This is an optimization exercise on Yosys and OpenROAD, whose aim is small area and a short achievable clock period, not a production implementation.
Power figures rest on the tool's default switching activity, not on a simulated workload.

==> flow/design.v <==
package lsu_pkg;
    localparam int xlen = 32;
    localparam int mask_bits = 4;
    localparam int rob_id_bits = 4;
    localparam int pr_bits = 6;
    typedef enum logic [2:0] {
        load_f3_lb  = 3'b000,
        load_f3_lh  = 3'b001,
        load_f3_lw  = 3'b010,
        load_f3_lbu = 3'b100,
        load_f3_lhu = 3'b101
    } load_funct3_e;
    typedef union packed {
        logic [xlen-1:0]  word;
        logic [3:0][7:0]  bytes;
        logic [1:0][15:0] halves;
    } load_word_u;
endpackage
`timescale 1ns/1ps
module sb_entry_hit #(
    parameter int aw = 30
) (
    input  logic [aw-1:0] entry_addr,
    input  logic [3:0]    entry_live,
    input  logic [aw-1:0] addr,
    output logic [3:0]    hit
);
    assign hit = entry_live & {4{entry_addr == addr}};
endmodule
module sb_cover #(
    parameter int sq_depth = 8
) (
    input  logic [sq_depth-1:0][3:0] hit,
    input  logic [3:0]               load_mask,
    output logic                     fwd_full
);
    logic [3:0] any_hit;
    always_comb begin
        any_hit = '0;
        for (int i = 0; i < sq_depth; i++)
            any_hit = any_hit | hit[i];
    end
    assign fwd_full = &(any_hit | ~load_mask);
endmodule
`timescale 1ns/1ps
module dcache_arbiter #(
    parameter int aw = 30
) (
    input  logic          load_head,
    input  logic          fwd_full,
    input  logic          busy,
    input  logic          sq_nonempty,
    input  logic [aw-1:0] load_addr,
    input  logic [3:0]    load_mask,
    input  logic [aw-1:0] head_addr,
    input  logic [3:0]    head_mask,
    output logic          load_req,
    output logic [aw-1:0] req_addr,
    output logic [3:0]    rmask,
    output logic [3:0]    wmask
);
    assign load_req = load_head && !fwd_full;
    assign req_addr = load_req ? load_addr : head_addr;
    assign rmask    = (!busy && load_req) ? load_mask : 4'b0000;
    assign wmask    = (!busy && !load_req && sq_nonempty) ? head_mask : 4'b0000;
endmodule
`timescale 1ns/1ps
module load_align #(
    parameter int sq_depth = 8
) (
    input  logic [sq_depth-1:0][3:0]  hit,
    input  logic [sq_depth-1:0][31:0] data,
    input  logic [31:0]               cache_rdata,
    input  logic [1:0]                addr_low,
    input  logic [2:0]                funct3,
    output logic [31:0]               result
);
    logic [sq_depth-1:0][31:0] hit_data;
    logic [3:0]                any_hit;
    logic [31:0]               fwd_data;
    logic [31:0]               merged;
    for (genvar i = 0; i < sq_depth; i++) begin : g_entry
        for (genvar b = 0; b < 4; b++) begin : g_byte
            assign hit_data[i][8*b +: 8] = data[i][8*b +: 8] & {8{hit[i][b]}};
        end
    end
    always_comb begin
        any_hit  = '0;
        fwd_data = '0;
        for (int i = 0; i < sq_depth; i++) begin
            any_hit  = any_hit | hit[i];
            fwd_data = fwd_data | hit_data[i];
        end
    end
    for (genvar b = 0; b < 4; b++) begin : g_merge
        assign merged[8*b +: 8] = any_hit[b] ? fwd_data[8*b +: 8] : cache_rdata[8*b +: 8];
    end
    logic is_word, is_half, sign_ext;
    logic [1:0] lo_sel;
    logic [7:0] lo_byte, hi_byte;
    assign is_word  = funct3[1];
    assign is_half  = !funct3[1] && funct3[0];
    assign sign_ext = !funct3[2];
    assign lo_sel   = is_word ? 2'b00 : (is_half ? {addr_low[1], 1'b0} : addr_low);
    assign lo_byte  = merged[8*lo_sel +: 8];
    assign hi_byte  = addr_low[1] ? merged[31:24] : merged[15:8];
    logic ext_bit;
    assign ext_bit = sign_ext && (is_half ? hi_byte[7] : lo_byte[7]);
    assign result[7:0]   = lo_byte;
    assign result[15:8]  = is_word ? merged[15:8]  : (is_half ? hi_byte : {8{ext_bit}});
    assign result[31:16] = is_word ? merged[31:16] : {16{ext_bit}};
endmodule
`timescale 1ns/1ps
module store_buffer #(
    parameter int sq_depth = 8
) (
    input  logic                            clk,
    input  logic                            rst,
    input  logic                            rob_flush,
    input  logic                            lsq_valid,
    input  logic                            lsq_ready,
    input  logic                            lsq_is_load,
    input  logic [lsu_pkg::xlen-1:0]        lsq_addr,
    input  logic [lsu_pkg::mask_bits-1:0]   lsq_mask,
    input  logic [lsu_pkg::xlen-1:0]        lsq_wdata,
    input  lsu_pkg::load_funct3_e           lsq_funct3,
    input  logic [lsu_pkg::rob_id_bits-1:0] lsq_rob_id,
    input  logic [lsu_pkg::pr_bits-1:0]     lsq_pr_dest,
    input  logic [lsu_pkg::rob_id_bits-1:0] rob_head_id,
    output logic                            lsq_dequeue,
    output logic [lsu_pkg::xlen-1:0]        dcache_addr,
    output logic [lsu_pkg::mask_bits-1:0]   dcache_rmask,
    output logic [lsu_pkg::mask_bits-1:0]   dcache_wmask,
    output logic [lsu_pkg::xlen-1:0]        dcache_wdata,
    input  logic [lsu_pkg::xlen-1:0]        dcache_rdata,
    input  logic                            dcache_resp,
    output logic                            cdb_valid,
    output logic [lsu_pkg::rob_id_bits-1:0] cdb_rob_id,
    output logic [lsu_pkg::pr_bits-1:0]     cdb_pr_dest,
    output logic [lsu_pkg::xlen-1:0]        cdb_result,
    output logic                            store_done
);
    localparam int aw       = lsu_pkg::xlen - 2;
    logic [sq_depth-1:0][aw-1:0] q_addr;
    logic [sq_depth-1:0][3:0]    q_mask;
    logic [sq_depth-1:0][31:0]   q_data;
    logic [sq_depth-1:0][3:0]    q_live;
    logic [sq_depth-1:0]         q_valid;    
    logic [sq_depth-1:0]         head_oh;    
    logic busy;         
    logic busy_load;    
    logic stale;        
    logic sq_full, sq_nonempty;
    assign sq_full     = q_valid[sq_depth-1];
    assign sq_nonempty = q_valid[0];
    assign head_oh     = q_valid & ~(q_valid >> 1);
    logic head_ok, is_store, store_accept, load_head;
    assign head_ok      = lsq_valid && lsq_ready;
    assign is_store     = head_ok && !lsq_is_load;
    assign load_head    = head_ok && lsq_is_load;
    assign store_accept = is_store && (lsq_rob_id == rob_head_id) && !sq_full;
    logic [sq_depth-1:0][3:0] hit;
    logic                     fwd_full;
    for (genvar i = 0; i < sq_depth; i++) begin : g_entry
        sb_entry_hit #(.aw(aw)) i_hit (
            .entry_addr (q_addr[i]),
            .entry_live (q_live[i] & {4{q_valid[i]}}),
            .addr       (lsq_addr[lsu_pkg::xlen-1:2]),
            .hit        (hit[i])
        );
    end
    sb_cover #(.sq_depth(sq_depth)) i_cover (
        .hit       (hit),
        .load_mask (lsq_mask),
        .fwd_full  (fwd_full)
    );
    logic load_req, issue_load, issue_store, resp_ok;
    logic [aw-1:0] req_addr;
    assign issue_load  = !busy && load_req;
    assign issue_store = !busy && !load_req && sq_nonempty;
    assign resp_ok     = busy && dcache_resp && !stale;
    logic sq_pop;
    assign sq_pop = resp_ok && !busy_load;
    always_ff @(posedge clk) begin
        if (rst) begin
            busy <= 1'b0;
        end else if (!busy) begin
            busy <= issue_load || issue_store;
        end else if (dcache_resp) begin
            busy <= 1'b0;
        end
    end
    always_ff @(posedge clk) begin
        if (!busy) busy_load <= load_req;
    end
    always_ff @(posedge clk) begin
        if (rst) begin
            stale <= 1'b0;
        end else if (rob_flush) begin
            stale <= 1'b1;
        end else if (dcache_resp) begin
            stale <= 1'b0;
        end
    end
    logic [aw-1:0] head_addr;
    logic [3:0]    head_mask;
    logic [31:0]   head_data;
    always_comb begin
        head_addr = '0;
        head_mask = '0;
        head_data = '0;
        for (int i = 0; i < sq_depth; i++) begin
            if (head_oh[i]) begin
                head_addr = head_addr | q_addr[i];
                head_mask = head_mask | q_mask[i];
                head_data = head_data | q_data[i];
            end
        end
    end
    dcache_arbiter #(.aw(aw)) i_arb (
        .load_head   (load_head),
        .fwd_full    (fwd_full),
        .busy        (busy),
        .sq_nonempty (sq_nonempty),
        .load_addr   (lsq_addr[lsu_pkg::xlen-1:2]),
        .load_mask   (lsq_mask),
        .head_addr   (head_addr),
        .head_mask   (head_mask),
        .load_req    (load_req),
        .req_addr    (req_addr),
        .rmask       (dcache_rmask),
        .wmask       (dcache_wmask)
    );
    assign dcache_addr  = {req_addr, 2'b00};
    assign dcache_wdata = head_data;
    always_ff @(posedge clk) begin
        if (rst) begin
            q_valid <= '0;
        end else begin
            case ({store_accept, sq_pop})
                2'b10:   q_valid <= {q_valid[sq_depth-2:0], 1'b1};
                2'b01:   q_valid <= q_valid >> 1;
                default: q_valid <= q_valid;
            endcase
        end
    end
    always_ff @(posedge clk) begin
        if (store_accept) begin
            q_addr[0] <= lsq_addr[lsu_pkg::xlen-1:2];
            q_mask[0] <= lsq_mask;
            q_data[0] <= lsq_wdata;
            q_live[0] <= lsq_mask;
            for (int i = 1; i < sq_depth; i++) begin
                q_addr[i] <= q_addr[i-1];
                q_mask[i] <= q_mask[i-1];
                q_data[i] <= q_data[i-1];
                q_live[i] <= q_live[i-1] & ~(hit[i-1] & lsq_mask);
            end
        end
    end
    load_align #(.sq_depth(sq_depth)) i_align (
        .hit         (hit),
        .data        (q_data),
        .cache_rdata (dcache_rdata),
        .addr_low    (lsq_addr[1:0]),
        .funct3      (lsq_funct3),
        .result      (cdb_result)
    );
    assign cdb_valid   = (load_head && fwd_full) || (resp_ok && busy_load);
    assign cdb_rob_id  = lsq_rob_id;
    assign cdb_pr_dest = lsq_pr_dest;
    assign store_done  = store_accept;
    assign lsq_dequeue = store_accept || cdb_valid;
endmodule
Settings: LEC_CHECK=0, CAP_MARGIN=20, CORE_MARGIN=2, CORE_UTILIZATION=35, CTS_BUF_LIST=sky130_fd_sc_hd__clkbuf_16, CTS_CLUSTER_DIAMETER=100, CTS_CLUSTER_SIZE=30, PLACE_DENSITY=0.5, SETUP_SLACK_MARGIN=5, SLEW_MARGIN=20, SYNTH_HIERARCHICAL=1; clock period 10.0 ns.
run.sh (not shown) runs the stock make flow with config.mk's settings and CLKGATE_MAP_FILE= SYNTH_SCRIPT=/design/flow/synth_recipe.tcl, a recipe that flattens the netlist after the stock synthesis.
Rerun with:
--- a/flow/design.v
+++ b/flow/design.v
@@ -18,26 +18,26 @@
 endpackage
 `timescale 1ns/1ps
-module sb_entry_hit #(
+module sb_word_eq #(
     parameter int aw = 30
 ) (
-    input  logic [aw-1:0] entry_addr,
-    input  logic [3:0]    entry_live,
-    input  logic [aw-1:0] addr,
-    output logic [3:0]    hit
-);
-    assign hit = entry_live & {4{entry_addr == addr}};
+    input  logic [aw-1:0] a,
+    input  logic [aw-1:0] b,
+    output logic          eq
+);
+    assign eq = (a == b);
 endmodule
 module sb_cover #(
     parameter int sq_depth = 8
 ) (
-    input  logic [sq_depth-1:0][3:0] hit,
+    input  logic [sq_depth-1:0]      match,
+    input  logic [sq_depth-1:0][3:0] live,
     input  logic [3:0]               load_mask,
+    output logic [3:0]               any_hit,
     output logic                     fwd_full
 );
-    logic [3:0] any_hit;
     always_comb begin
         any_hit = '0;
         for (int i = 0; i < sq_depth; i++)
-            any_hit = any_hit | hit[i];
+            any_hit = any_hit | (live[i] & {4{match[i]}});
     end
     assign fwd_full = &(any_hit | ~load_mask);
@@ -69,5 +69,6 @@
     parameter int sq_depth = 8
 ) (
-    input  logic [sq_depth-1:0][3:0]  hit,
+    input  logic [sq_depth-1:0]       match,
+    input  logic [sq_depth-1:0][3:0]  live,
     input  logic [sq_depth-1:0][31:0] data,
     input  logic [31:0]               cache_rdata,
@@ -76,4 +77,5 @@
     output logic [31:0]               result
 );
+    logic [sq_depth-1:0][3:0]  hit;
     logic [sq_depth-1:0][31:0] hit_data;
     logic [3:0]                any_hit;
@@ -81,4 +83,5 @@
     logic [31:0]               merged;
     for (genvar i = 0; i < sq_depth; i++) begin : g_entry
+        assign hit[i] = live[i] & {4{match[i]}};
         for (genvar b = 0; b < 4; b++) begin : g_byte
             assign hit_data[i][8*b +: 8] = data[i][8*b +: 8] & {8{hit[i][b]}};
@@ -160,17 +163,21 @@
     assign load_head    = head_ok && lsq_is_load;
     assign store_accept = is_store && (lsq_rob_id == rob_head_id) && !sq_full;
-    logic [sq_depth-1:0][3:0] hit;
+    logic [sq_depth-1:0]      match;
+    logic [sq_depth-1:0][3:0] vlive;
+    logic [3:0]               any_hit;
     logic                     fwd_full;
-    for (genvar i = 0; i < sq_depth; i++) begin : g_entry
-        sb_entry_hit #(.aw(aw)) i_hit (
-            .entry_addr (q_addr[i]),
-            .entry_live (q_live[i] & {4{q_valid[i]}}),
-            .addr       (lsq_addr[lsu_pkg::xlen-1:2]),
-            .hit        (hit[i])
+    for (genvar i = 0; i < sq_depth; i++) begin : g_match
+        sb_word_eq #(.aw(aw)) i_eq (
+            .a  (q_addr[i]),
+            .b  (lsq_addr[lsu_pkg::xlen-1:2]),
+            .eq (match[i])
         );
+        assign vlive[i] = q_live[i] & {4{q_valid[i]}};
     end
     sb_cover #(.sq_depth(sq_depth)) i_cover (
-        .hit       (hit),
+        .match     (match),
+        .live      (vlive),
         .load_mask (lsq_mask),
+        .any_hit   (any_hit),
         .fwd_full  (fwd_full)
     );
@@ -255,10 +262,11 @@
                 q_mask[i] <= q_mask[i-1];
                 q_data[i] <= q_data[i-1];
-                q_live[i] <= q_live[i-1] & ~(hit[i-1] & lsq_mask);
+                q_live[i] <= match[i-1] ? (q_live[i-1] & ~lsq_mask) : q_live[i-1];
             end
         end
     end
     load_align #(.sq_depth(sq_depth)) i_align (
-        .hit         (hit),
+        .match       (match),
+        .live        (vlive),
         .data        (q_data),
         .cache_rdata (dcache_rdata),
After rerunning:
- The new run passed the timing, design-rule and antenna checks
- cell area falls by 3.2%
- combinational power decreases by 20%
- synthesized cell count came out higher by 4.0%
- power shrinks by 4.9%
- non-clock buffer count goes down by 41
- worst setup slack degrades by 0.40 ns
- global-route usage came out lower by 0.83 points
- fmax came out lower by 5.4%
- core utilization fell by 2.5 points
No run of this note included a check of the RTL's function; only the layout flow was run.

## what the ideal ports hide
Ports are ideal in the flow. The routed layouts listed here were re-timed in OpenROAD.
Step 1 sets driving cells, clkbuf_16 on the clock port and buf_2 on the other inputs (assumed; they add their load-dependent delay and slew).
Step 2 adds t to the input delays and takes it off the output delays; t is the mean of the earliest and latest rising clock arrival at the registers after step 1. Input paths then give back, and output paths get back, about the clock's delay inside the block.
Three values: ideal ports, drivers, drivers and shift; two values: the first two.
run | shift t [ns] | setup WS [ns] | pins driven straight from the clock port
the first run | 0.682 | 2.973 / 2.868 / 2.868 | 1
the second run | 0.676 | 2.571 / 2.509 / 2.509 | 1
After both steps every run listed still meets setup and hold. For the first run, which loses most, drivers alone change the setup slack by -0.105 ns; drivers and shift together by -0.105 ns.
